What follows belongs to an exercise in optimizing a design on an open flow for small area, a short achievable clock period and few clock cycles; a production flow would make more cautious choices.
The RTL of this run was laid out without a check of its function.

### flow/design.v
package agg_pkg;
	localparam int NUM_VERTICES = 16;  
	localparam int FEAT_LANES = 4;  
	localparam int ELEM_W = 16;
	localparam int VADDR_W = 4;  
	localparam int COUNT_W = 8;
	localparam int PROD_W = 2 * ELEM_W;  
	localparam int FEAT_W = FEAT_LANES * ELEM_W;  
	localparam int ISSUE_W = 1 + ELEM_W + 1 + 1 + 1 + VADDR_W;
	localparam int ISSUE_DST = 0;  
	localparam int ISSUE_RUN_END = VADDR_W;  
	localparam int ISSUE_LAST = VADDR_W + 1;  
	localparam int ISSUE_FIRST = VADDR_W + 2;  
	localparam int ISSUE_WEIGHT = VADDR_W + 3;  
	localparam int ISSUE_VALID = VADDR_W + 3 + ELEM_W;
	localparam int MUL_ROWS = 3;  
endpackage
package link_pkg;
	localparam int CREDITS = 4;  
	localparam int PTR_W = 2;  
	localparam int CNT_W = 3;  
	localparam logic REC_HEADER = 1'b0;
	localparam logic REC_EDGE = 1'b1;
	localparam int REC_W = 1 + 4 + 8 + 16;
	localparam int REC_WEIGHT = 0;  
	localparam int REC_COUNT = 16;  
	localparam int REC_ADDR = 24;  
	localparam int REC_KIND = 28;
endpackage
`timescale 1ns/100ps
module feature_buffer (
	input logic clk,
	input logic we,
	input logic [agg_pkg::VADDR_W-1:0] wr_addr,
	input logic [agg_pkg::FEAT_W-1:0] wr_data,
	input logic [agg_pkg::VADDR_W-1:0] rd_addr,
	output logic [agg_pkg::FEAT_W-1:0] rd_data
);
	logic [agg_pkg::FEAT_W-1:0] mem [agg_pkg::NUM_VERTICES];
	always_ff @(posedge clk) begin
		if (we) begin
			mem[wr_addr] <= wr_data;
		end
	end
	always_ff @(posedge clk) begin
		rd_data <= mem[rd_addr];
	end
endmodule
`timescale 1ns/100ps
module record_ingress (
	input logic clk,
	input logic rst,
	input logic rec_valid,
	input logic [link_pkg::REC_W-1:0] rec,
	input logic pop,
	output logic [link_pkg::REC_W-1:0] head,
	output logic head_valid,
	output logic credit_return
);
	logic [link_pkg::REC_W-1:0] mem [link_pkg::CREDITS];
	logic [link_pkg::PTR_W-1:0] wr_ptr;
	logic [link_pkg::PTR_W-1:0] rd_ptr;
	logic [link_pkg::CNT_W-1:0] count;
	logic do_pop;
	assign head = mem[rd_ptr];
	assign head_valid = (count != '0);
	assign do_pop = pop && head_valid;
	always_ff @(posedge clk) begin
		if (rec_valid) begin
			mem[wr_ptr] <= rec;  
		end
	end
	always_ff @(posedge clk) begin
		if (rst) begin
			wr_ptr <= '0;
			rd_ptr <= '0;
			count <= '0;
			credit_return <= 1'b0;
		end else begin
			credit_return <= do_pop;  
			if (rec_valid) begin
				wr_ptr <= wr_ptr + 1'b1;  
			end
			if (do_pop) begin
				rd_ptr <= rd_ptr + 1'b1;
			end
			case ({rec_valid, do_pop})
				2'b10: count <= count + 1'b1;
				2'b01: count <= count - 1'b1;
				default: count <= count;
			endcase
		end
	end
endmodule
`timescale 1ns/100ps
module aggregate_ctrl (
	input logic clk,
	input logic rst,
	input logic start,
	input logic [agg_pkg::COUNT_W-1:0] num_vertices,
	input logic [link_pkg::REC_W-1:0] head,
	input logic head_valid,
	output logic pop,
	output logic [agg_pkg::VADDR_W-1:0] src_rd_addr,
	output logic [agg_pkg::ISSUE_W-1:0] issue,
	input logic done_next,  
	output logic busy
);
	logic issuing;  
	logic [agg_pkg::COUNT_W-1:0] vert_left;  
	logic [agg_pkg::COUNT_W-1:0] edges_left;  
	logic [agg_pkg::COUNT_W-1:0] vl;
	logic [agg_pkg::VADDR_W-1:0] cur_dst;
	logic [agg_pkg::VADDR_W-1:0] head_addr;
	logic [agg_pkg::COUNT_W-1:0] head_count;
	logic [agg_pkg::ELEM_W-1:0] head_weight;
	logic is_header;
	logic take;
	logic term_last;
	logic term_end;
	assign head_addr = head[link_pkg::REC_ADDR +: agg_pkg::VADDR_W];
	assign head_count = head[link_pkg::REC_COUNT +: agg_pkg::COUNT_W];
	assign head_weight = head[link_pkg::REC_WEIGHT +: agg_pkg::ELEM_W];
	assign is_header = (head[link_pkg::REC_KIND] == link_pkg::REC_HEADER);
	assign vl = start ? num_vertices : vert_left;
	assign take = (issuing || start) && head_valid;
	always_comb begin
		if (is_header) begin
			term_last = (head_count == '0);
			term_end = term_last && (vl == agg_pkg::COUNT_W'(1));
		end else begin
			term_last = (edges_left == agg_pkg::COUNT_W'(1));
			term_end = term_last && (vl == '0);
		end
	end
	assign pop = take;
	assign src_rd_addr = head_addr;  
	assign issue[agg_pkg::ISSUE_VALID] = take;
	assign issue[agg_pkg::ISSUE_FIRST] = is_header;
	assign issue[agg_pkg::ISSUE_LAST] = term_last;
	assign issue[agg_pkg::ISSUE_RUN_END] = term_end;
	assign issue[agg_pkg::ISSUE_WEIGHT +: agg_pkg::ELEM_W] =
		is_header ? agg_pkg::ELEM_W'(1) : head_weight;
	assign issue[agg_pkg::ISSUE_DST +: agg_pkg::VADDR_W] = is_header ? head_addr : cur_dst;
	always_ff @(posedge clk) begin
		if (rst) begin
			issuing <= 1'b0;
			busy <= 1'b0;
			vert_left <= '0;
			edges_left <= '0;
		end else begin
			busy <= (busy || start) && !done_next;
			if (take && term_end) begin
				issuing <= 1'b0;
			end else if (start) begin
				issuing <= 1'b1;
			end
			if (take) begin
				if (is_header) begin
					vert_left <= vl - 1'b1;
					edges_left <= head_count;
				end else begin
					vert_left <= vl;
					edges_left <= edges_left - 1'b1;
				end
			end else if (start) begin
				vert_left <= num_vertices;
				edges_left <= '0;
			end
		end
	end
	always_ff @(posedge clk) begin
		if (take && is_header) begin
			cur_dst <= head_addr;
		end
	end
endmodule
`timescale 1ns/100ps
module vector_mac (
	input logic clk,
	input logic rst,
	input logic [agg_pkg::ISSUE_W-1:0] issue,
	input logic [agg_pkg::FEAT_W-1:0] src_data,
	output logic dst_we,
	output logic [agg_pkg::VADDR_W-1:0] dst_addr,
	output logic [agg_pkg::FEAT_W-1:0] dst_data,
	output logic done_next,
	output logic run_done
);
	localparam int ROWS = agg_pkg::MUL_ROWS;
	logic [agg_pkg::ISSUE_W-1:0] issue_d;  
	logic s1_valid;
	logic s1_first;
	logic s1_last;
	logic s1_end;
	logic [agg_pkg::VADDR_W-1:0] s1_dst;
	logic [agg_pkg::ELEM_W-1:0] s1_weight;
	logic s2_valid;
	logic s2_first;
	logic s2_last;
	logic [agg_pkg::VADDR_W-1:0] s2_dst;
	logic [agg_pkg::FEAT_LANES*ROWS*agg_pkg::ELEM_W-1:0] s1_rows;
	logic [agg_pkg::FEAT_LANES*ROWS*agg_pkg::ELEM_W-1:0] s2_rows;
	logic [agg_pkg::FEAT_W-1:0] acc;
	logic [agg_pkg::FEAT_W-1:0] acc_next;
	assign s1_valid = issue_d[agg_pkg::ISSUE_VALID];
	assign s1_first = issue_d[agg_pkg::ISSUE_FIRST];
	assign s1_last = issue_d[agg_pkg::ISSUE_LAST];
	assign s1_end = issue_d[agg_pkg::ISSUE_RUN_END];
	assign s1_dst = issue_d[agg_pkg::ISSUE_DST +: agg_pkg::VADDR_W];
	assign s1_weight = issue_d[agg_pkg::ISSUE_WEIGHT +: agg_pkg::ELEM_W];
	for (genvar i = 0; i < agg_pkg::FEAT_LANES; i++) begin : g_lane
		localparam int RW = ROWS * agg_pkg::ELEM_W;
		logic [agg_pkg::ELEM_W-1:0] acc_in;
		mul_lo16_cs mul_i (
			.a(src_data[i*agg_pkg::ELEM_W +: agg_pkg::ELEM_W]),
			.b(s1_weight),
			.rows(s1_rows[i*RW +: RW])
		);
		assign acc_in = s2_first ? '0 : acc[i*agg_pkg::ELEM_W +: agg_pkg::ELEM_W];
		acc_sum_cs sum_i (
			.acc(acc_in),
			.rows(s2_rows[i*RW +: RW]),
			.sum(acc_next[i*agg_pkg::ELEM_W +: agg_pkg::ELEM_W])  
		);
	end
	always_ff @(posedge clk) begin
		if (rst) begin
			issue_d[agg_pkg::ISSUE_VALID] <= 1'b0;
			s2_valid <= 1'b0;
		end else begin
			issue_d <= issue;
			s2_valid <= s1_valid;
		end
	end
	always_ff @(posedge clk) begin
		s2_first <= s1_first;
		s2_last <= s1_last;
		s2_dst <= s1_dst;
		s2_rows <= s1_rows;
	end
	always_ff @(posedge clk) begin
		if (s2_valid) begin
			acc <= acc_next;
		end
	end
	assign dst_we = s2_valid && s2_last;
	assign dst_addr = s2_dst;
	assign dst_data = acc_next;
	assign done_next = s1_valid && s1_end;
	always_ff @(posedge clk) begin
		if (rst) begin
			run_done <= 1'b0;
		end else begin
			run_done <= done_next;
		end
	end
endmodule
module mul_lo16_cs (
	input logic [15:0] a,
	input logic [15:0] b,
	output logic [3*16-1:0] rows
);
	logic [15:0] pp [16];
	for (genvar i = 0; i < 16; i++) begin : g_pp
		assign pp[i] = b[i] ? a : 16'd0;  
	end
	logic m1;
	logic m2;
	logic m3;
	logic m4;
	logic m5;
	logic m6;
	logic m7;
	logic m8;
	logic m9;
	logic m10;
	logic m11;
	logic m12;
	logic m13;
	logic m14;
	logic m15;
	logic m16;
	logic m17;
	logic m18;
	logic m19;
	logic m20;
	logic m21;
	logic m22;
	logic m23;
	logic m24;
	logic m25;
	logic m26;
	logic m27;
	logic m28;
	logic m29;
	logic m30;
	logic m31;
	logic m32;
	logic m33;
	logic m34;
	logic m35;
	logic m36;
	logic m37;
	logic m38;
	logic m39;
	logic m40;
	logic m41;
	logic m42;
	logic m43;
	logic m44;
	logic m45;
	logic m46;
	logic m47;
	logic m48;
	logic m49;
	logic m50;
	logic m51;
	logic m52;
	logic m53;
	logic m54;
	logic m55;
	logic m56;
	logic m57;
	logic m58;
	logic m59;
	logic m60;
	logic m61;
	logic m62;
	logic m63;
	logic m64;
	logic m65;
	logic m66;
	logic m67;
	logic m68;
	logic m69;
	logic m70;
	logic m71;
	logic m72;
	logic m73;
	logic m74;
	logic m75;
	logic m76;
	logic m77;
	logic m78;
	logic m79;
	logic m80;
	logic m81;
	logic m82;
	logic m83;
	logic m84;
	logic m85;
	logic m86;
	logic m87;
	logic m88;
	logic m89;
	logic m90;
	logic m91;
	logic m92;
	logic m93;
	logic m94;
	logic m95;
	logic m96;
	logic m97;
	logic m98;
	logic m99;
	logic m100;
	logic m101;
	logic m102;
	logic m103;
	logic m104;
	logic m105;
	logic m106;
	logic m107;
	logic m108;
	logic m109;
	logic m110;
	logic m111;
	logic m112;
	logic m113;
	logic m114;
	logic m115;
	logic m116;
	logic m117;
	logic m118;
	logic m119;
	logic m120;
	logic m121;
	logic m122;
	logic m123;
	logic m124;
	logic m125;
	logic m126;
	logic m127;
	logic m128;
	logic m129;
	logic m130;
	logic m131;
	logic m132;
	logic m133;
	logic m134;
	logic m135;
	logic m136;
	logic m137;
	logic m138;
	logic m139;
	logic m140;
	logic m141;
	logic m142;
	logic m143;
	logic m144;
	logic m145;
	logic m146;
	logic m147;
	logic m148;
	logic m149;
	logic m150;
	logic m151;
	logic m152;
	logic m153;
	logic m154;
	logic m155;
	logic m156;
	logic m157;
	logic m158;
	logic m159;
	logic m160;
	logic m161;
	logic m162;
	logic m163;
	logic m164;
	logic m165;
	logic m166;
	logic m167;
	logic m168;
	logic m169;
	logic m170;
	logic m171;
	logic m172;
	logic m173;
	logic m174;
	logic m175;
	logic m176;
	logic m177;
	logic m178;
	logic m179;
	logic m180;
	logic m181;
	logic m182;
	assign m1 = pp[0][13] ^ pp[1][12];
	assign m2 = pp[0][13] & pp[1][12];
	assign m3 = pp[0][14] ^ pp[1][13] ^ pp[2][12];
	assign m4 = (pp[0][14] & pp[1][13]) | (pp[0][14] & pp[2][12]) | (pp[1][13] & pp[2][12]);
	assign m5 = pp[3][11] ^ pp[4][10];
	assign m6 = pp[3][11] & pp[4][10];
	assign m7 = pp[0][15] ^ pp[1][14] ^ pp[2][13];
	assign m8 = (pp[0][15] & pp[1][14]) | (pp[0][15] & pp[2][13]) | (pp[1][14] & pp[2][13]);
	assign m9 = pp[3][12] ^ pp[4][11] ^ pp[5][10];
	assign m10 = (pp[3][12] & pp[4][11]) | (pp[3][12] & pp[5][10]) | (pp[4][11] & pp[5][10]);
	assign m11 = pp[6][9] ^ pp[7][8];
	assign m12 = pp[6][9] & pp[7][8];
	assign m13 = pp[0][9] ^ pp[1][8];
	assign m14 = pp[0][9] & pp[1][8];
	assign m15 = pp[0][10] ^ pp[1][9] ^ pp[2][8];
	assign m16 = (pp[0][10] & pp[1][9]) | (pp[0][10] & pp[2][8]) | (pp[1][9] & pp[2][8]);
	assign m17 = pp[3][7] ^ pp[4][6];
	assign m18 = pp[3][7] & pp[4][6];
	assign m19 = pp[0][11] ^ pp[1][10] ^ pp[2][9];
	assign m20 = (pp[0][11] & pp[1][10]) | (pp[0][11] & pp[2][9]) | (pp[1][10] & pp[2][9]);
	assign m21 = pp[3][8] ^ pp[4][7] ^ pp[5][6];
	assign m22 = (pp[3][8] & pp[4][7]) | (pp[3][8] & pp[5][6]) | (pp[4][7] & pp[5][6]);
	assign m23 = pp[6][5] ^ pp[7][4];
	assign m24 = pp[6][5] & pp[7][4];
	assign m25 = pp[0][12] ^ pp[1][11] ^ pp[2][10];
	assign m26 = (pp[0][12] & pp[1][11]) | (pp[0][12] & pp[2][10]) | (pp[1][11] & pp[2][10]);
	assign m27 = pp[3][9] ^ pp[4][8] ^ pp[5][7];
	assign m28 = (pp[3][9] & pp[4][8]) | (pp[3][9] & pp[5][7]) | (pp[4][8] & pp[5][7]);
	assign m29 = pp[6][6] ^ pp[7][5] ^ pp[8][4];
	assign m30 = (pp[6][6] & pp[7][5]) | (pp[6][6] & pp[8][4]) | (pp[7][5] & pp[8][4]);
	assign m31 = pp[9][3] ^ pp[10][2];
	assign m32 = pp[9][3] & pp[10][2];
	assign m33 = m1 ^ pp[2][11] ^ pp[3][10];
	assign m34 = (m1 & pp[2][11]) | (m1 & pp[3][10]) | (pp[2][11] & pp[3][10]);
	assign m35 = pp[4][9] ^ pp[5][8] ^ pp[6][7];
	assign m36 = (pp[4][9] & pp[5][8]) | (pp[4][9] & pp[6][7]) | (pp[5][8] & pp[6][7]);
	assign m37 = pp[7][6] ^ pp[8][5] ^ pp[9][4];
	assign m38 = (pp[7][6] & pp[8][5]) | (pp[7][6] & pp[9][4]) | (pp[8][5] & pp[9][4]);
	assign m39 = pp[10][3] ^ pp[11][2] ^ pp[12][1];
	assign m40 = (pp[10][3] & pp[11][2]) | (pp[10][3] & pp[12][1]) | (pp[11][2] & pp[12][1]);
	assign m41 = m2 ^ m3 ^ m5;
	assign m42 = (m2 & m3) | (m2 & m5) | (m3 & m5);
	assign m43 = pp[5][9] ^ pp[6][8] ^ pp[7][7];
	assign m44 = (pp[5][9] & pp[6][8]) | (pp[5][9] & pp[7][7]) | (pp[6][8] & pp[7][7]);
	assign m45 = pp[8][6] ^ pp[9][5] ^ pp[10][4];
	assign m46 = (pp[8][6] & pp[9][5]) | (pp[8][6] & pp[10][4]) | (pp[9][5] & pp[10][4]);
	assign m47 = pp[11][3] ^ pp[12][2] ^ pp[13][1];
	assign m48 = (pp[11][3] & pp[12][2]) | (pp[11][3] & pp[13][1]) | (pp[12][2] & pp[13][1]);
	assign m49 = m4 ^ m6 ^ m7;
	assign m50 = (m4 & m6) | (m4 & m7) | (m6 & m7);
	assign m51 = m9 ^ m11 ^ pp[8][7];
	assign m52 = (m9 & m11) | (m9 & pp[8][7]) | (m11 & pp[8][7]);
	assign m53 = pp[9][6] ^ pp[10][5] ^ pp[11][4];
	assign m54 = (pp[9][6] & pp[10][5]) | (pp[9][6] & pp[11][4]) | (pp[10][5] & pp[11][4]);
	assign m55 = pp[12][3] ^ pp[13][2] ^ pp[14][1];
	assign m56 = (pp[12][3] & pp[13][2]) | (pp[12][3] & pp[14][1]) | (pp[13][2] & pp[14][1]);
	assign m57 = pp[0][6] ^ pp[1][5];
	assign m58 = pp[0][6] & pp[1][5];
	assign m59 = pp[0][7] ^ pp[1][6] ^ pp[2][5];
	assign m60 = (pp[0][7] & pp[1][6]) | (pp[0][7] & pp[2][5]) | (pp[1][6] & pp[2][5]);
	assign m61 = pp[3][4] ^ pp[4][3];
	assign m62 = pp[3][4] & pp[4][3];
	assign m63 = pp[0][8] ^ pp[1][7] ^ pp[2][6];
	assign m64 = (pp[0][8] & pp[1][7]) | (pp[0][8] & pp[2][6]) | (pp[1][7] & pp[2][6]);
	assign m65 = pp[3][5] ^ pp[4][4] ^ pp[5][3];
	assign m66 = (pp[3][5] & pp[4][4]) | (pp[3][5] & pp[5][3]) | (pp[4][4] & pp[5][3]);
	assign m67 = pp[6][2] ^ pp[7][1];
	assign m68 = pp[6][2] & pp[7][1];
	assign m69 = m13 ^ pp[2][7] ^ pp[3][6];
	assign m70 = (m13 & pp[2][7]) | (m13 & pp[3][6]) | (pp[2][7] & pp[3][6]);
	assign m71 = pp[4][5] ^ pp[5][4] ^ pp[6][3];
	assign m72 = (pp[4][5] & pp[5][4]) | (pp[4][5] & pp[6][3]) | (pp[5][4] & pp[6][3]);
	assign m73 = pp[7][2] ^ pp[8][1] ^ pp[9][0];
	assign m74 = (pp[7][2] & pp[8][1]) | (pp[7][2] & pp[9][0]) | (pp[8][1] & pp[9][0]);
	assign m75 = m14 ^ m15 ^ m17;
	assign m76 = (m14 & m15) | (m14 & m17) | (m15 & m17);
	assign m77 = pp[5][5] ^ pp[6][4] ^ pp[7][3];
	assign m78 = (pp[5][5] & pp[6][4]) | (pp[5][5] & pp[7][3]) | (pp[6][4] & pp[7][3]);
	assign m79 = pp[8][2] ^ pp[9][1] ^ pp[10][0];
	assign m80 = (pp[8][2] & pp[9][1]) | (pp[8][2] & pp[10][0]) | (pp[9][1] & pp[10][0]);
	assign m81 = m16 ^ m18 ^ m19;
	assign m82 = (m16 & m18) | (m16 & m19) | (m18 & m19);
	assign m83 = m21 ^ m23 ^ pp[8][3];
	assign m84 = (m21 & m23) | (m21 & pp[8][3]) | (m23 & pp[8][3]);
	assign m85 = pp[9][2] ^ pp[10][1] ^ pp[11][0];
	assign m86 = (pp[9][2] & pp[10][1]) | (pp[9][2] & pp[11][0]) | (pp[10][1] & pp[11][0]);
	assign m87 = m20 ^ m22 ^ m24;
	assign m88 = (m20 & m22) | (m20 & m24) | (m22 & m24);
	assign m89 = m25 ^ m27 ^ m29;
	assign m90 = (m25 & m27) | (m25 & m29) | (m27 & m29);
	assign m91 = m31 ^ pp[11][1] ^ pp[12][0];
	assign m92 = (m31 & pp[11][1]) | (m31 & pp[12][0]) | (pp[11][1] & pp[12][0]);
	assign m93 = m26 ^ m28 ^ m30;
	assign m94 = (m26 & m28) | (m26 & m30) | (m28 & m30);
	assign m95 = m32 ^ m33 ^ m35;
	assign m96 = (m32 & m33) | (m32 & m35) | (m33 & m35);
	assign m97 = m37 ^ m39 ^ pp[13][0];
	assign m98 = (m37 & m39) | (m37 & pp[13][0]) | (m39 & pp[13][0]);
	assign m99 = m34 ^ m36 ^ m38;
	assign m100 = (m34 & m36) | (m34 & m38) | (m36 & m38);
	assign m101 = m40 ^ m41 ^ m43;
	assign m102 = (m40 & m41) | (m40 & m43) | (m41 & m43);
	assign m103 = m45 ^ m47 ^ pp[14][0];
	assign m104 = (m45 & m47) | (m45 & pp[14][0]) | (m47 & pp[14][0]);
	assign m105 = m42 ^ m44 ^ m46;
	assign m106 = (m42 & m44) | (m42 & m46) | (m44 & m46);
	assign m107 = m48 ^ m49 ^ m51;
	assign m108 = (m48 & m49) | (m48 & m51) | (m49 & m51);
	assign m109 = m53 ^ m55 ^ pp[15][0];
	assign m110 = (m53 & m55) | (m53 & pp[15][0]) | (m55 & pp[15][0]);
	assign m111 = pp[0][4] ^ pp[1][3];
	assign m112 = pp[0][4] & pp[1][3];
	assign m113 = pp[0][5] ^ pp[1][4] ^ pp[2][3];
	assign m114 = (pp[0][5] & pp[1][4]) | (pp[0][5] & pp[2][3]) | (pp[1][4] & pp[2][3]);
	assign m115 = pp[3][2] ^ pp[4][1];
	assign m116 = pp[3][2] & pp[4][1];
	assign m117 = m57 ^ pp[2][4] ^ pp[3][3];
	assign m118 = (m57 & pp[2][4]) | (m57 & pp[3][3]) | (pp[2][4] & pp[3][3]);
	assign m119 = pp[4][2] ^ pp[5][1] ^ pp[6][0];
	assign m120 = (pp[4][2] & pp[5][1]) | (pp[4][2] & pp[6][0]) | (pp[5][1] & pp[6][0]);
	assign m121 = m58 ^ m59 ^ m61;
	assign m122 = (m58 & m59) | (m58 & m61) | (m59 & m61);
	assign m123 = pp[5][2] ^ pp[6][1] ^ pp[7][0];
	assign m124 = (pp[5][2] & pp[6][1]) | (pp[5][2] & pp[7][0]) | (pp[6][1] & pp[7][0]);
	assign m125 = m60 ^ m62 ^ m63;
	assign m126 = (m60 & m62) | (m60 & m63) | (m62 & m63);
	assign m127 = m65 ^ m67 ^ pp[8][0];
	assign m128 = (m65 & m67) | (m65 & pp[8][0]) | (m67 & pp[8][0]);
	assign m129 = m64 ^ m66 ^ m68;
	assign m130 = (m64 & m66) | (m64 & m68) | (m66 & m68);
	assign m131 = m69 ^ m71 ^ m73;
	assign m132 = (m69 & m71) | (m69 & m73) | (m71 & m73);
	assign m133 = m70 ^ m72 ^ m74;
	assign m134 = (m70 & m72) | (m70 & m74) | (m72 & m74);
	assign m135 = m75 ^ m77 ^ m79;
	assign m136 = (m75 & m77) | (m75 & m79) | (m77 & m79);
	assign m137 = m76 ^ m78 ^ m80;
	assign m138 = (m76 & m78) | (m76 & m80) | (m78 & m80);
	assign m139 = m81 ^ m83 ^ m85;
	assign m140 = (m81 & m83) | (m81 & m85) | (m83 & m85);
	assign m141 = m82 ^ m84 ^ m86;
	assign m142 = (m82 & m84) | (m82 & m86) | (m84 & m86);
	assign m143 = m87 ^ m89 ^ m91;
	assign m144 = (m87 & m89) | (m87 & m91) | (m89 & m91);
	assign m145 = m88 ^ m90 ^ m92;
	assign m146 = (m88 & m90) | (m88 & m92) | (m90 & m92);
	assign m147 = m93 ^ m95 ^ m97;
	assign m148 = (m93 & m95) | (m93 & m97) | (m95 & m97);
	assign m149 = m94 ^ m96 ^ m98;
	assign m150 = (m94 & m96) | (m94 & m98) | (m96 & m98);
	assign m151 = m99 ^ m101 ^ m103;
	assign m152 = (m99 & m101) | (m99 & m103) | (m101 & m103);
	assign m153 = m100 ^ m102 ^ m104;
	assign m154 = (m100 & m102) | (m100 & m104) | (m102 & m104);
	assign m155 = m105 ^ m107 ^ m109;
	assign m156 = (m105 & m107) | (m105 & m109) | (m107 & m109);
	assign m157 = pp[0][3] ^ pp[1][2];
	assign m158 = pp[0][3] & pp[1][2];
	assign m159 = m111 ^ pp[2][2] ^ pp[3][1];
	assign m160 = (m111 & pp[2][2]) | (m111 & pp[3][1]) | (pp[2][2] & pp[3][1]);
	assign m161 = m112 ^ m113 ^ m115;
	assign m162 = (m112 & m113) | (m112 & m115) | (m113 & m115);
	assign m163 = m114 ^ m116 ^ m117;
	assign m164 = (m114 & m116) | (m114 & m117) | (m116 & m117);
	assign m165 = m118 ^ m120 ^ m121;
	assign m166 = (m118 & m120) | (m118 & m121) | (m120 & m121);
	assign m167 = m122 ^ m124 ^ m125;
	assign m168 = (m122 & m124) | (m122 & m125) | (m124 & m125);
	assign m169 = m126 ^ m128 ^ m129;
	assign m170 = (m126 & m128) | (m126 & m129) | (m128 & m129);
	assign m171 = m130 ^ m132 ^ m133;
	assign m172 = (m130 & m132) | (m130 & m133) | (m132 & m133);
	assign m173 = m134 ^ m136 ^ m137;
	assign m174 = (m134 & m136) | (m134 & m137) | (m136 & m137);
	assign m175 = m138 ^ m140 ^ m141;
	assign m176 = (m138 & m140) | (m138 & m141) | (m140 & m141);
	assign m177 = m142 ^ m144 ^ m145;
	assign m178 = (m142 & m144) | (m142 & m145) | (m144 & m145);
	assign m179 = m146 ^ m148 ^ m149;
	assign m180 = (m146 & m148) | (m146 & m149) | (m148 & m149);
	assign m181 = m150 ^ m152 ^ m153;
	assign m182 = (m150 & m152) | (m150 & m153) | (m152 & m153);
	assign rows[0*16 +: 16] = {m180, m178, m176, m174, m172, m170, m168, m166, m164, m162, m160, m158, m157, pp[0][2], pp[0][1], pp[0][0]};
	assign rows[1*16 +: 16] = {m181, m179, m177, m175, m173, m171, m169, m167, m165, m163, m161, m159, pp[2][1], pp[1][1], pp[1][0], 1'b0};
	assign rows[2*16 +: 16] = {m155, m151, m147, m143, m139, m135, m131, m127, m123, m119, pp[5][0], pp[4][0], pp[3][0], pp[2][0], 1'b0, 1'b0};
endmodule
module acc_sum_cs (
	input logic [15:0] acc,
	input logic [3*16-1:0] rows,
	output logic [15:0] sum
);
	logic s1;
	logic s2;
	logic s3;
	logic s4;
	logic s5;
	logic s6;
	logic s7;
	logic s8;
	logic s9;
	logic s10;
	logic s11;
	logic s12;
	logic s13;
	logic s14;
	logic s15;
	logic s16;
	logic s17;
	logic s18;
	logic s19;
	logic s20;
	logic s21;
	logic s22;
	logic s23;
	logic s24;
	logic s25;
	logic s26;
	logic s27;
	logic s28;
	logic s29;
	logic s30;
	logic s31;
	logic s32;
	logic s33;
	logic s34;
	logic s35;
	logic s36;
	logic s37;
	logic s38;
	logic s39;
	logic s40;
	logic s41;
	logic s42;
	logic s43;
	logic s44;
	logic s45;
	logic s46;
	logic s47;
	logic s48;
	logic s49;
	logic s50;
	logic s51;
	logic s52;
	logic s53;
	logic s54;
	logic s55;
	logic s56;
	logic s57;
	logic s58;
	logic s59;
	logic s60;
	logic s61;
	logic s62;
	logic s63;
	logic s64;
	assign s1 = acc[0] ^ rows[0*16+0];
	assign s2 = acc[0] & rows[0*16+0];
	assign s3 = acc[1] ^ rows[0*16+1] ^ rows[1*16+1];
	assign s4 = (acc[1] & rows[0*16+1]) | (acc[1] & rows[1*16+1]) | (rows[0*16+1] & rows[1*16+1]);
	assign s5 = acc[2] ^ rows[0*16+2] ^ rows[1*16+2];
	assign s6 = (acc[2] & rows[0*16+2]) | (acc[2] & rows[1*16+2]) | (rows[0*16+2] & rows[1*16+2]);
	assign s7 = acc[3] ^ rows[0*16+3] ^ rows[1*16+3];
	assign s8 = (acc[3] & rows[0*16+3]) | (acc[3] & rows[1*16+3]) | (rows[0*16+3] & rows[1*16+3]);
	assign s9 = acc[4] ^ rows[0*16+4] ^ rows[1*16+4];
	assign s10 = (acc[4] & rows[0*16+4]) | (acc[4] & rows[1*16+4]) | (rows[0*16+4] & rows[1*16+4]);
	assign s11 = acc[5] ^ rows[0*16+5] ^ rows[1*16+5];
	assign s12 = (acc[5] & rows[0*16+5]) | (acc[5] & rows[1*16+5]) | (rows[0*16+5] & rows[1*16+5]);
	assign s13 = acc[6] ^ rows[0*16+6] ^ rows[1*16+6];
	assign s14 = (acc[6] & rows[0*16+6]) | (acc[6] & rows[1*16+6]) | (rows[0*16+6] & rows[1*16+6]);
	assign s15 = acc[7] ^ rows[0*16+7] ^ rows[1*16+7];
	assign s16 = (acc[7] & rows[0*16+7]) | (acc[7] & rows[1*16+7]) | (rows[0*16+7] & rows[1*16+7]);
	assign s17 = acc[8] ^ rows[0*16+8] ^ rows[1*16+8];
	assign s18 = (acc[8] & rows[0*16+8]) | (acc[8] & rows[1*16+8]) | (rows[0*16+8] & rows[1*16+8]);
	assign s19 = acc[9] ^ rows[0*16+9] ^ rows[1*16+9];
	assign s20 = (acc[9] & rows[0*16+9]) | (acc[9] & rows[1*16+9]) | (rows[0*16+9] & rows[1*16+9]);
	assign s21 = acc[10] ^ rows[0*16+10] ^ rows[1*16+10];
	assign s22 = (acc[10] & rows[0*16+10]) | (acc[10] & rows[1*16+10]) | (rows[0*16+10] & rows[1*16+10]);
	assign s23 = acc[11] ^ rows[0*16+11] ^ rows[1*16+11];
	assign s24 = (acc[11] & rows[0*16+11]) | (acc[11] & rows[1*16+11]) | (rows[0*16+11] & rows[1*16+11]);
	assign s25 = acc[12] ^ rows[0*16+12] ^ rows[1*16+12];
	assign s26 = (acc[12] & rows[0*16+12]) | (acc[12] & rows[1*16+12]) | (rows[0*16+12] & rows[1*16+12]);
	assign s27 = acc[13] ^ rows[0*16+13] ^ rows[1*16+13];
	assign s28 = (acc[13] & rows[0*16+13]) | (acc[13] & rows[1*16+13]) | (rows[0*16+13] & rows[1*16+13]);
	assign s29 = acc[14] ^ rows[0*16+14] ^ rows[1*16+14];
	assign s30 = (acc[14] & rows[0*16+14]) | (acc[14] & rows[1*16+14]) | (rows[0*16+14] & rows[1*16+14]);
	assign s31 = acc[15] ^ rows[0*16+15] ^ rows[1*16+15];
	assign s32 = (acc[15] & rows[0*16+15]) | (acc[15] & rows[1*16+15]) | (rows[0*16+15] & rows[1*16+15]);
	assign s33 = s1 ^ rows[1*16+0];
	assign s34 = s1 & rows[1*16+0];
	assign s35 = s2 ^ s3 ^ rows[2*16+1];
	assign s36 = (s2 & s3) | (s2 & rows[2*16+1]) | (s3 & rows[2*16+1]);
	assign s37 = s4 ^ s5 ^ rows[2*16+2];
	assign s38 = (s4 & s5) | (s4 & rows[2*16+2]) | (s5 & rows[2*16+2]);
	assign s39 = s6 ^ s7 ^ rows[2*16+3];
	assign s40 = (s6 & s7) | (s6 & rows[2*16+3]) | (s7 & rows[2*16+3]);
	assign s41 = s8 ^ s9 ^ rows[2*16+4];
	assign s42 = (s8 & s9) | (s8 & rows[2*16+4]) | (s9 & rows[2*16+4]);
	assign s43 = s10 ^ s11 ^ rows[2*16+5];
	assign s44 = (s10 & s11) | (s10 & rows[2*16+5]) | (s11 & rows[2*16+5]);
	assign s45 = s12 ^ s13 ^ rows[2*16+6];
	assign s46 = (s12 & s13) | (s12 & rows[2*16+6]) | (s13 & rows[2*16+6]);
	assign s47 = s14 ^ s15 ^ rows[2*16+7];
	assign s48 = (s14 & s15) | (s14 & rows[2*16+7]) | (s15 & rows[2*16+7]);
	assign s49 = s16 ^ s17 ^ rows[2*16+8];
	assign s50 = (s16 & s17) | (s16 & rows[2*16+8]) | (s17 & rows[2*16+8]);
	assign s51 = s18 ^ s19 ^ rows[2*16+9];
	assign s52 = (s18 & s19) | (s18 & rows[2*16+9]) | (s19 & rows[2*16+9]);
	assign s53 = s20 ^ s21 ^ rows[2*16+10];
	assign s54 = (s20 & s21) | (s20 & rows[2*16+10]) | (s21 & rows[2*16+10]);
	assign s55 = s22 ^ s23 ^ rows[2*16+11];
	assign s56 = (s22 & s23) | (s22 & rows[2*16+11]) | (s23 & rows[2*16+11]);
	assign s57 = s24 ^ s25 ^ rows[2*16+12];
	assign s58 = (s24 & s25) | (s24 & rows[2*16+12]) | (s25 & rows[2*16+12]);
	assign s59 = s26 ^ s27 ^ rows[2*16+13];
	assign s60 = (s26 & s27) | (s26 & rows[2*16+13]) | (s27 & rows[2*16+13]);
	assign s61 = s28 ^ s29 ^ rows[2*16+14];
	assign s62 = (s28 & s29) | (s28 & rows[2*16+14]) | (s29 & rows[2*16+14]);
	assign s63 = s30 ^ s31 ^ rows[2*16+15];
	assign s64 = (s30 & s31) | (s30 & rows[2*16+15]) | (s31 & rows[2*16+15]);
	assign sum = {s62, s60, s58, s56, s54, s52, s50, s48, s46, s44, s42, s40, s38, s36, s34, s33} + {s63, s61, s59, s57, s55, s53, s51, s49, s47, s45, s43, s41, s39, s37, s35, rows[2*16+0]};
endmodule
`timescale 1ns/100ps
module aggregate_top (
	input logic clk,
	input logic rst,
	input logic start,
	input logic [agg_pkg::COUNT_W-1:0] num_vertices,
	input logic rec_valid,
	input logic [link_pkg::REC_W-1:0] rec,
	output logic credit_return,
	input logic load_we,
	input logic [agg_pkg::VADDR_W-1:0] load_addr,
	input logic [agg_pkg::FEAT_W-1:0] load_data,
	input logic [agg_pkg::VADDR_W-1:0] rd_addr,
	output logic [agg_pkg::FEAT_W-1:0] rd_data,
	output logic busy,
	output logic done
);
	logic [link_pkg::REC_W-1:0] head;
	logic head_valid;
	logic pop;
	logic [agg_pkg::VADDR_W-1:0] src_rd_addr;
	logic [agg_pkg::FEAT_W-1:0] src_data;
	logic [agg_pkg::ISSUE_W-1:0] issue;
	logic dst_we;
	logic [agg_pkg::VADDR_W-1:0] dst_addr;
	logic [agg_pkg::FEAT_W-1:0] dst_data;
	logic done_next;
	record_ingress ingress_i (
		.clk(clk),
		.rst(rst),
		.rec_valid(rec_valid),
		.rec(rec),
		.pop(pop),
		.head(head),
		.head_valid(head_valid),
		.credit_return(credit_return)
	);
	aggregate_ctrl ctrl_i (
		.clk(clk),
		.rst(rst),
		.start(start),
		.num_vertices(num_vertices),
		.head(head),
		.head_valid(head_valid),
		.pop(pop),
		.src_rd_addr(src_rd_addr),
		.issue(issue),
		.done_next(done_next),
		.busy(busy)
	);
	feature_buffer src_buf_i (  
		.clk(clk),
		.we(load_we),
		.wr_addr(load_addr),
		.wr_data(load_data),
		.rd_addr(src_rd_addr),
		.rd_data(src_data)
	);
	vector_mac mac_i (
		.clk(clk),
		.rst(rst),
		.issue(issue),
		.src_data(src_data),
		.dst_we(dst_we),
		.dst_addr(dst_addr),
		.dst_data(dst_data),
		.done_next(done_next),
		.run_done(done)
	);
	feature_buffer dst_buf_i (  
		.clk(clk),
		.we(dst_we),
		.wr_addr(dst_addr),
		.wr_data(dst_data),
		.rd_addr(rd_addr),
		.rd_data(rd_data)
	);
endmodule
### flow/run.sh
#!/bin/bash
# synth_recipe.tcl (not shown) runs the flow's synth.tcl, then flattens the netlist and writes it again
# the make line also repeats each setting of config.mk as NAME=value (left out here)
make -C /OpenROAD-flow-scripts/flow DESIGN_CONFIG=/design/flow/config.mk WORK_HOME=/design/flow/orfs CLKGATE_MAP_FILE= SYNTH_SCRIPT=/design/flow/synth_recipe.tcl finish
### flow/config.mk
export PLATFORM = sky130hd
export DESIGN_NAME = aggregate_top
export DESIGN_NICKNAME = aggregate_top
export VERILOG_FILES = /design/flow/design.v
export SDC_FILE = /design/flow/constraint.sdc
export NUM_CORES = 4
export LEC_CHECK = 0
export CAP_MARGIN = 20
export CORE_MARGIN = 2
export CORE_UTILIZATION = 40
export SETUP_SLACK_MARGIN = 5
export SLEW_MARGIN = 20
### flow/constraint.sdc
create_clock -name core_clock -period 8.5 [get_ports {clk}]
set_input_delay 1.7000 -clock core_clock [delete_from_list [all_inputs] [get_ports {clk}]]
set_output_delay 1.7000 -clock core_clock [all_outputs]
set_load 0.01 [all_outputs]
==> results.txt <==
* Number of standard cells in the layout, taps in and fillers out at 10100
* Total Negative Setup Slacks at 0 ns
* IO buf count at 180
* Synthesized netlist cell count at roughly 5800
* Proportion of register bits with asynchronous set or reset after synthesis at 0%
* Fin util at a little under half
* Synth Warn # at 6
* Number of search-and-repair iterations in the first detailed-routing pass at 6
* Violation count after the first detailed-route iteration at 4712
* Number of antenna violations at the first check in global routing at 50
* Worst Setup Start Kind: register
* Post-detailed-route DRC marker count at 0
* Grt total ovfl at 0
* Die Area at between 200000 and 300000 µm²
* Number of hold-repair buffers added at the cts stage at 0
* Site row count at 191
* TritonCTS clock tree: done
* Clock-pin slew on the worst setup and hold paths at 0.06 ns
* Routed wire length per instance at between 20 and 30 µm
* DP HPWL at 138000 µm
* Worst Slack Setup Final at 4.56 ns
* Buf+Inv Stages, Crit Path at 5
* Cts bufs inserted at roughly 280
* Final weighted congestion in routability-driven placement at 0.759
* Final period utilization at 46.4%
* Starting density of the core at 40.2%
* Crit path capture type: register
* Synth area leader: sky130_fd_sc_hd__edfxtp_1
* First-pass GRT wire length at 379000 µm
* Vias in the first global route at around 56000
* Unrepaired setup endpoints after global routing: yes
* Hold violation total from the final report at 0
* CTS sink cnt at 2599
* Synth Net Count at approximately 6400
* Maximum clock insertion buffer count at 4
* Measured slew at the worst slew-check pin at around 1.2 ns
* CP max FO at 17
* Slew headroom at 18.8%
* Pre-CTS worst setup slack at 3.47 ns
* Max-slew violations at 0
* Cell type group with the largest total delay on the critical path: adder cells
* CP max stage delay at 0.48 ns
* Detailed-route via count at 53100
* Width of the die at between 500 and 600 µm
* Count of distinct cell types in the synthesized netlist at 61
* Routed wire length at 259000 µm
* Maximum number of pins on one net before global-route repair at about 120
* Total of max-cap violations at 0
* Clock latency at the later pin of the worst-skew pair at 0.86 ns
* Deepest level of the CTS H-tree at 5
* Post-synthesis register bit count at between 2000 and 3000
* Top achievable clock speed at ~250 MHz
* Total GRT Usage at 18.5%
* Number of nets in the final layout at slightly below 7000
* Cell at the root of the clock tree: sky130_fd_sc_hd__clkbuf_16
* Final worst clock skew at 0.0348 ns
* Die boundary height at around 530 µm
* I/O Pins at 181
* Highest-delay cell along the critical path: sky130_fd_sc_hd__fa_1
* Sequential-to-total area share from yosys stat at 68.6%
* Data required time of the worst path at slightly above 9 ns
* Share of cells above drive strength 1 at 23.0%
* Core area at 271000 µm²
* Primary FF master, synth: sky130_fd_sc_hd__edfxtp_1
* Result of the run: no timing/DRC/antenna violations
* Relative area change from synthesis to final layout at 17.7%
* Syn Std Cell Area at ~110000 µm²
* Top area cells in the synthesized netlist: sky130_fd_sc_hd__edfxtp_1, sky130_fd_sc_hd__mux4_2, sky130_fd_sc_hd__fa_1
* Mean instance size in the synthesized netlist at 18.8 µm²
* Sequence of cells on the critical path: buf_12 -> nand2b_4 -> fa_1 -> inv_1 -> fa_1 -> ha_2 -> inv_2 -> fa_2 -> nor2b_1 -> o21a_1 -> o21ai_4 -> a311oi_4 -> buf_6 -> a221o_1 -> xor2_4 -> buf_12
* Setup Viol. Count Final at 0
* Post-detailed-route via-to-cell ratio at 5.28
* Crit Path Category: reg2reg
* Antenna violation net count after detailed routing at 0
* Share of the synthesized area in the top cell type at 62.3%
* Cell total after placement at 9391
* Classification of the worst-slack hold path: reg2reg
* Post-synth EDFFs at approximately 2300
* Final period demand of the worst path at 3.94 ns
* Arrival time worst endpoint at 4.52 ns
==> registers in the layout (all words and copies together), names as in the netlist, 4 cells and up, named ones only <==
name and count:
dst_buf_i.rd_data 64, mac_i.acc 64, ctrl_i.edges_left 8, mac_i.s2_rows 180, src_buf_i.mem 1024, ctrl_i.vert_left 8
ingress_i.mem 116, ctrl_i.cur_dst 4, mac_i.issue_d 23, dst_buf_i.mem 1024, mac_i.s2_dst 4, src_buf_i.rd_data 64
==> logic make-up after synthesis <==
| logic type | Yosys count | share of synthesized area (%) |
|---|---|---|
| AOI/OAI and AO/OA | 261 | 1.54 |
| and+or+nand+nor | 842 | 4.19 |
| DFF | 2599 | 68.6 |
| muxes | 679 | 13.2 |
| buffers and inverters | 739 | 2.77 |
| adders and majority gates | 494 | 8.29 |
| xor gates and xnor gates | 176 | 1.42 |
==> cells in the mapped netlist (4+ instances only) <==
cell type and number:
sky130_fd_sc_hd__edfxtp_1 2255, sky130_fd_sc_hd__mux4_2 605, sky130_fd_sc_hd__inv_1 472, sky130_fd_sc_hd__and2_1 415, sky130_fd_sc_hd__fa_1 377, sky130_fd_sc_hd__dfxtp_1 344, sky130_fd_sc_hd__nand2_1 198, sky130_fd_sc_hd__clkbuf_1 161
sky130_fd_sc_hd__xnor2_1 136, sky130_fd_sc_hd__ha_1 117, sky130_fd_sc_hd__nor2_1 77, sky130_fd_sc_hd__mux2i_1 74, sky130_fd_sc_hd__nand2b_1 68, sky130_fd_sc_hd__o21ai_1 68, sky130_fd_sc_hd__a22oi_1 66, sky130_fd_sc_hd__buf_2 64
sky130_fd_sc_hd__a21oi_1 44, sky130_fd_sc_hd__xor2_1 40, sky130_fd_sc_hd__nor2b_1 24, sky130_fd_sc_hd__nor3_1 22, sky130_fd_sc_hd__o21ai_0 20, sky130_fd_sc_hd__buf_4 15, sky130_fd_sc_hd__buf_1 13, sky130_fd_sc_hd__buf_6 13
sky130_fd_sc_hd__a21o_1 12, sky130_fd_sc_hd__a211oi_1 8, sky130_fd_sc_hd__nand3_1 8, sky130_fd_sc_hd__o21a_1 8, sky130_fd_sc_hd__and3_1 6, sky130_fd_sc_hd__nor4_1 5, sky130_fd_sc_hd__nand4_1 4, sky130_fd_sc_hd__or3_1 4
==> final timing paths <==
| check | start | to | slack, ns | cells after the start |
|---|---|---|---|---|
| hold reg to reg | mac_i.issue_d[6]$_DFFE_PN_ | mac_i.s2_first$_DFF_P_ | 0.34 | 0 |
| setup reg to reg | mac_i.s2_first$_DFF_P_ | dst_buf_i.mem[0][14]$_DFFE_PP_ | 4.56 | 16 |
| hold / removal | mac_i.issue_d[6]$_DFFE_PN_ | mac_i.s2_first$_DFF_P_ | 0.34 | 0 |
| setup / recovery | mac_i.s2_first$_DFF_P_ | dst_buf_i.mem[0][14]$_DFFE_PP_ | 4.56 | 16 |
==> metal layers <==
| metal | vias up | track usage (%) | wire length [µm] |
|---|---|---|---|
| met1 | 28500 | 25.0 | 110000 |
| met5 | - | 0 | 296 |
| li1 | 22700 | - | - |
| met4 | 46 | 4.74 | 5660 |
| met2 | 1400 | 31.1 | 129000 |
| met3 | 418 | 3.04 | 14300 |
==> per-stage QoR <==
step	hold slack (ns)	instance area [µm²]
final	0.341	128000
after detailed placement	0.327	116000
after global placement	0.331	116000
after floorplan	0.323	110000
after CTS	0.342	127000
after global routing	0.346	128000
==> cell type report <==
cell class | instances | area (µm²)
Fill cell | 22500 | 143000
Sequential cell | 2599 | 74600
Multi-Input combinational cell | 2467 | 33400
Clock buffer | 395 | 7790
Timing Repair Buffer | 444 | 5050
Tap cell | 3570 | 4470
Inverter | 473 | 1780
Clock inverter | 101 | 773
Antenna cell | 13 | 32.5
==> placed cells by master (no fill, tap or decap), types with 30 or more instances in the layout <==
cell                              synthesis  final
sky130_fd_sc_hd__buf_6                   13     30
sky130_fd_sc_hd__mux4_2                 605    605
sky130_fd_sc_hd__nand2_1                198    194
sky130_fd_sc_hd__clkdlybuf4s50_1          0    129
sky130_fd_sc_hd__dlygate4sd2_1            0     43
sky130_fd_sc_hd__buf_12                   0     49
sky130_fd_sc_hd__inv_1                  472    468
sky130_fd_sc_hd__a22oi_1                 66     65
sky130_fd_sc_hd__and2_1                 415    410
sky130_fd_sc_hd__clkinv_2                 0     34
sky130_fd_sc_hd__mux2i_1                 74     73
sky130_fd_sc_hd__edfxtp_1              2255   2255
sky130_fd_sc_hd__dfxtp_1                344    329
sky130_fd_sc_hd__clkinv_1                 0     36
sky130_fd_sc_hd__nand2b_1                68     52
sky130_fd_sc_hd__nor2_1                  77     46
sky130_fd_sc_hd__o21ai_1                 68     70
sky130_fd_sc_hd__clkbuf_1               161     87
sky130_fd_sc_hd__fa_1                   377    367
sky130_fd_sc_hd__buf_4                   15    150
sky130_fd_sc_hd__clkbuf_16                0    294
sky130_fd_sc_hd__ha_1                   117     86
sky130_fd_sc_hd__xnor2_1                136    110
==> repair_timing <==
| action | CTS | global route |
|---|---|---|
| pin swaps | 69 | 56 |
| resized for setup | 243 | 102 |
| endpoints found under the setup margin | 1404 | 928 |
| gates cloned | 24 | 11 |
| setup buffers | 74 | 53 |

-- re-timing with driven ports --
No port has a modelled driver above. Below, the same layout with a new extraction and two added sets of constraints.
Step 1: set_driving_cell puts a clkbuf_16 on clk and a buf_2 on each other input, an assumption about the parent block.
Step 2 adds t to the input delays and takes it off the output delays; t is the mean of the earliest and latest rising clock arrival at the registers after step 1. Input paths then give back, and output paths get back, about the clock's delay inside the block.
a / b / c = ideal / step 1 / step 2; a / b = the first two.
t, ns: 0.928
setup slack, ns: 4.557 / 4.557 / 4.151
hold WS [ns]: 0.341 / 0.341 / 0.341
After both steps this run still meets setup and hold. The setup slack of this run moves by 0.000 ns with the drivers and by -0.406 ns with both steps.
